What follows belongs to an exercise in optimizing a design on an open flow for small area; a production flow would make more cautious choices.
Only simulation tests tie the RTL to the original design; equivalence was not proved.
No activity file was given, so power comes from the tool's default toggle rates.

## harbor
## qpu_exu
module qpu_exu
(
  input  logic    clk,
  input  logic    i_arst_n,
  input  logic    i_instr_valid,
  output logic    o_instr_ready,
  input  qpu_pkg::instr_t  i_instr,
  output logic    o_tiq_valid,
  input  logic    i_tiq_ready,
  output qpu_pkg::time_t   o_tiq_time,
  output logic    o_evq_valid,
  input  logic    i_evq_ready,
  output qpu_pkg::time_t   o_evq_time,
  output qpu_pkg::qubits_t o_evq_qubits,
  input  logic    i_mcu_valid,
  input  qpu_pkg::qubits_t i_mcu_result,
  output logic    o_wb_valid,
  output qpu_pkg::rfidx_t  o_wb_rdidx,
  output qpu_pkg::data_t   o_wb_data
);
For scale: about 2,000 cells after synthesis, ~620 flip-flops, about 130 I/O pins.
export LEC_CHECK = 0
export CAP_MARGIN = 0
export CORE_MARGIN = 2
export CORE_UTILIZATION = 40
export SLEW_MARGIN = 0
export SYNTH_HIERARCHICAL = 1
export SYNTH_MINIMUM_KEEP_SIZE = 0
create_clock -name core_clock -period 9.0 [get_ports {clk}]
standard.sh (not shown) runs the stock make flow with config.mk's settings and CLKGATE_MAP_FILE= SYNTH_SCRIPT=/design/flow/synth_recipe.tcl, a recipe that flattens the netlist after the stock synthesis.
==> flow/flow/run.sh <==
#!/bin/bash
# Standard ORFS layout with smaller port buffers and a leaner clock tree.
set -euo pipefail
bash standard.sh \
  BUFFER_PORTS_ARGS="-buffer_cell sky130_fd_sc_hd__buf_1" \
  CTS_ARGS="-sink_clustering_enable -repair_clock_nets -dont_use_dummy_load -buf_list sky130_fd_sc_hd__clkbuf_16 -sink_clustering_size 30 -sink_clustering_max_diameter 80" \
  finish > standard.log 2>&1
harbor has completed all stages; timing, DRC and antenna checks passed.
Inputs modified between harbor and raven:
diff --git a/flow/config.mk b/flow/config.mk
--- a/flow/config.mk
+++ b/flow/config.mk
@@ -8 +8 @@
-export CAP_MARGIN = 0
+export CAP_MARGIN = 10
@@ -10,2 +10,2 @@
-export CORE_UTILIZATION = 40
-export SLEW_MARGIN = 0
+export CORE_UTILIZATION = 35
+export SLEW_MARGIN = 10
### Flow results
- Changes observed in raven relative to harbor: final hold slack did not really move, proportion of cell area spent on the clock network did not really move, slew at the pin with the worst max-slew slack went down.
- Of the two values seen for end point of the critical path, regs[4][31] was produced by raven and regs[10][31] by harbor.
- Placeable core region on raven is behind harbor.
#### Input delta (garnet over raven)
diff --git a/flow/config.mk b/flow/config.mk
--- a/flow/config.mk
+++ b/flow/config.mk
@@ -10 +10 @@
-export CORE_UTILIZATION = 35
+export CORE_UTILIZATION = 40
- Both conditions hold for garnet: the flow ran to the end and the final layout passed the timing, design-rule and antenna checks.
- Looking at combinational gate power, garnet sits above raven.
- Changes observed in garnet relative to raven: worst-case reg-to-reg path depth rose by 1; part of the total power dissipated in combinational logic rose by 0.2 points; worst hold slack stayed essentially flat; vias per cell rose by 0.35.
- Of the two values seen for last element of the critical path, regs[10][31] was produced by garnet and regs[4][31] by raven.
The inputs of nickel differ from those of garnet as listed below.
diff --git a/flow/config.mk b/flow/config.mk
--- a/flow/config.mk
+++ b/flow/config.mk
@@ -10 +10 @@
-export CORE_UTILIZATION = 40
+export CORE_UTILIZATION = 30
Higher share of cell area taken by multi-input logic gates goes to garnet over nickel. Delta (nickel minus garnet): critical path depth lost about 4%; first-iteration DRC count went down; HPWL after detailed placement shrank by 0.96%. Summary: with garnet as the reference, maximum number of pins on one net before global-route repair in nickel moved down by more than 10%. Status: power of the combinational group parity (nickel, garnet). Taking nickel over garnet, the number of placed instances with taps included ratio works out to 1.09. Last element of the critical path = regs[10][31]: garnet; last element of the critical path = regs[13][31]: nickel. No stage failed in nickel, and the final checks on the layout all came back clean. Compared with garnet, nickel shows total power higher by about 4%.

---

qpu_exu, a different RTL version from the one above (not shown whole).
For scale: ~2000 cells after synthesis, ~620 flip-flops, about 130 I/O pins.
clock: 9.0 ns
lec_check: 0
cap_margin: 10
core_margin: 2
core_utilization: 40
slew_margin: 10
synth_hierarchical: 1
synth_minimum_keep_size: 0
==> flow/flow/run.sh <==
#!/bin/bash
# Standard ORFS layout with smaller port buffers and a leaner clock tree.
set -euo pipefail
bash standard.sh \
  BUFFER_PORTS_ARGS="-buffer_cell sky130_fd_sc_hd__buf_1" \
  CTS_ARGS="-sink_clustering_enable -repair_clock_nets -dont_use_dummy_load -buf_list sky130_fd_sc_hd__clkbuf_16 -sink_clustering_size 24 -sink_clustering_max_diameter 70" \
  finish > standard.log 2>&1
The baseline finished clean.
Edit:
==> flow/flow/run.sh (replaced) <==
#!/bin/bash
# Standard ORFS layout with smaller port buffers and a leaner clock tree.
set -euo pipefail
bash standard.sh \
  BUFFER_PORTS_ARGS="-buffer_cell sky130_fd_sc_hd__buf_1" \
  CTS_ARGS="-sink_clustering_enable -repair_clock_nets -dont_use_dummy_load -buf_list sky130_fd_sc_hd__clkbuf_16 -sink_clustering_size 30 -sink_clustering_max_diameter 60" \
  finish > standard.log 2>&1
CAP_MARGIN = 20   (was 10)
SLEW_MARGIN = 20   (was 10)
After rerunning:
- die area stays the same
- design area came out higher by 0.52%
- clock-buffer cell count came out higher by 5
- sequential power is about the same
- clock power came out higher by about 7%
- flip-flop and latch count is unchanged
- core utilization came out higher by 0.24 points
- sequential share of layout area came out lower by 0.24 points
- total power came out higher by 2.4%
- critical path depth does not change

---

Another version of the RTL of qpu_exu (not shown whole).
Size: about 2,000 cells after synthesis, roughly 130 I/O pins, about 24,000 sq um of cells after synthesis.
## qpu_exu
module qpu_exu
(
  input  logic    clk,
  input  logic    i_arst_n,
  input  logic    i_instr_valid,
  output logic    o_instr_ready,
  input  qpu_pkg::instr_t  i_instr,
  output logic    o_tiq_valid,
  input  logic    i_tiq_ready,
  output qpu_pkg::time_t   o_tiq_time,
  output logic    o_evq_valid,
  input  logic    i_evq_ready,
  output qpu_pkg::time_t   o_evq_time,
  output qpu_pkg::qubits_t o_evq_qubits,
  input  logic    i_mcu_valid,
  input  qpu_pkg::qubits_t i_mcu_result,
  output logic    o_wb_valid,
  output qpu_pkg::rfidx_t  o_wb_rdidx,
  output qpu_pkg::data_t   o_wb_data
);
Settings: LEC_CHECK=0, CAP_MARGIN=10, CORE_MARGIN=2, CORE_UTILIZATION=40, SLEW_MARGIN=10, SYNTH_HIERARCHICAL=1, SYNTH_MINIMUM_KEEP_SIZE=0; clock period 9.0 ns.
==> flow/flow/run.sh <==
#!/bin/bash
# Standard ORFS layout with smaller port buffers and a leaner clock tree.
set -euo pipefail
bash standard.sh \
  BUFFER_PORTS_ARGS="-buffer_cell sky130_fd_sc_hd__buf_1" \
  CTS_ARGS="-sink_clustering_enable -repair_clock_nets -dont_use_dummy_load -buf_list {sky130_fd_sc_hd__clkbuf_8 sky130_fd_sc_hd__clkbuf_16} -sink_clustering_size 30 -sink_clustering_max_diameter 80" \
  finish > standard.log 2>&1
Rerun with:
==> flow/flow/run.sh (replaced) <==
#!/bin/bash
# Standard ORFS layout with smaller port buffers and a leaner clock tree.
set -euo pipefail
bash standard.sh \
  BUFFER_PORTS_ARGS="-buffer_cell sky130_fd_sc_hd__buf_1" \
  CTS_ARGS="-sink_clustering_enable -repair_clock_nets -dont_use_dummy_load -buf_list sky130_fd_sc_hd__clkbuf_16 -sink_clustering_size 30 -sink_clustering_max_diameter 80" \
  RECOVER_POWER=100 \
  finish > standard.log 2>&1
Now the flow completed, yet does not pass: capacitance limit, slew limit.
Worst hold slack is about the same.
Clock skew stays flat.
Combinational power is about the same.
Total power stays flat.
Rerun with:
--- a/flow/flow/run.sh
+++ b/flow/flow/run.sh
@@ -7 +6,0 @@
-  RECOVER_POWER=100 \
CORE_UTILIZATION = 55   (was 40)
GPL_TIMING_DRIVEN = 0   (was unset)
This time the run completed without violations.
Routed wire length went down by a few percent.
Non-clock buffer count does not change.
Cell count came out lower by a few percent.
Design area climbs by a few percent.

## what the ideal ports hide
The flow's constraints put no driver on any port. The routed layouts listed below were extracted and timed again, unchanged, in two steps. Step 1 assumes that a clkbuf_16 drives the clock port and a buf_2 every other input. Step 2 moves the port delays by t, midway between the first and last clock arrival at a register: inputs arrive t later, outputs are due t later. That takes back most of the time a late clock gives input paths. a / b / c = ideal ports / drivers / drivers and shift; a / b = the first two.
run	t (ns)	setup slack, ns	hold WS [ns]	worst register clock-pin slew, ns	pins driven straight from the clock port
harbor	0.691	0.516 / 0.547 / -0.144	0.470 / 0.470 / 0.470	0.11 / 0.11	1
raven	0.680	0.712 / 0.737 / 0.057	0.471 / 0.471 / 0.471	0.11 / 0.11	1
garnet	0.691	0.516 / 0.547 / -0.144	0.470 / 0.470 / 0.470	0.11 / 0.11	1
nickel	0.645	0.335 / 0.359 / -0.286	0.467 / 0.467 / 0.467	0.12 / 0.12	1
the first run of note 2	0.635	0.755 / 0.766 / 0.131	0.462 / 0.462 / 0.462	0.10 / 0.10	1
the second run of note 2	0.653	0.667 / 0.682 / 0.028	0.471 / 0.471 / 0.471	0.11 / 0.11	1
the first run of note 3	0.672	0.480 / 0.490 / -0.182	0.468 / 0.468 / 0.468	0.11 / 0.11	1
the second run of note 3	0.667	0.446 / 0.455 / -0.212	0.468 / 0.468 / 0.468	0.12 / 0.12	1
the third run of note 3	0.641	0.230 / 0.261 / -0.380	0.473 / 0.473 / 0.473	0.12 / 0.12	1
The setup slack of the first run of note 3, which loses most, moves by +0.010 ns with the drivers and by -0.662 ns with both steps.
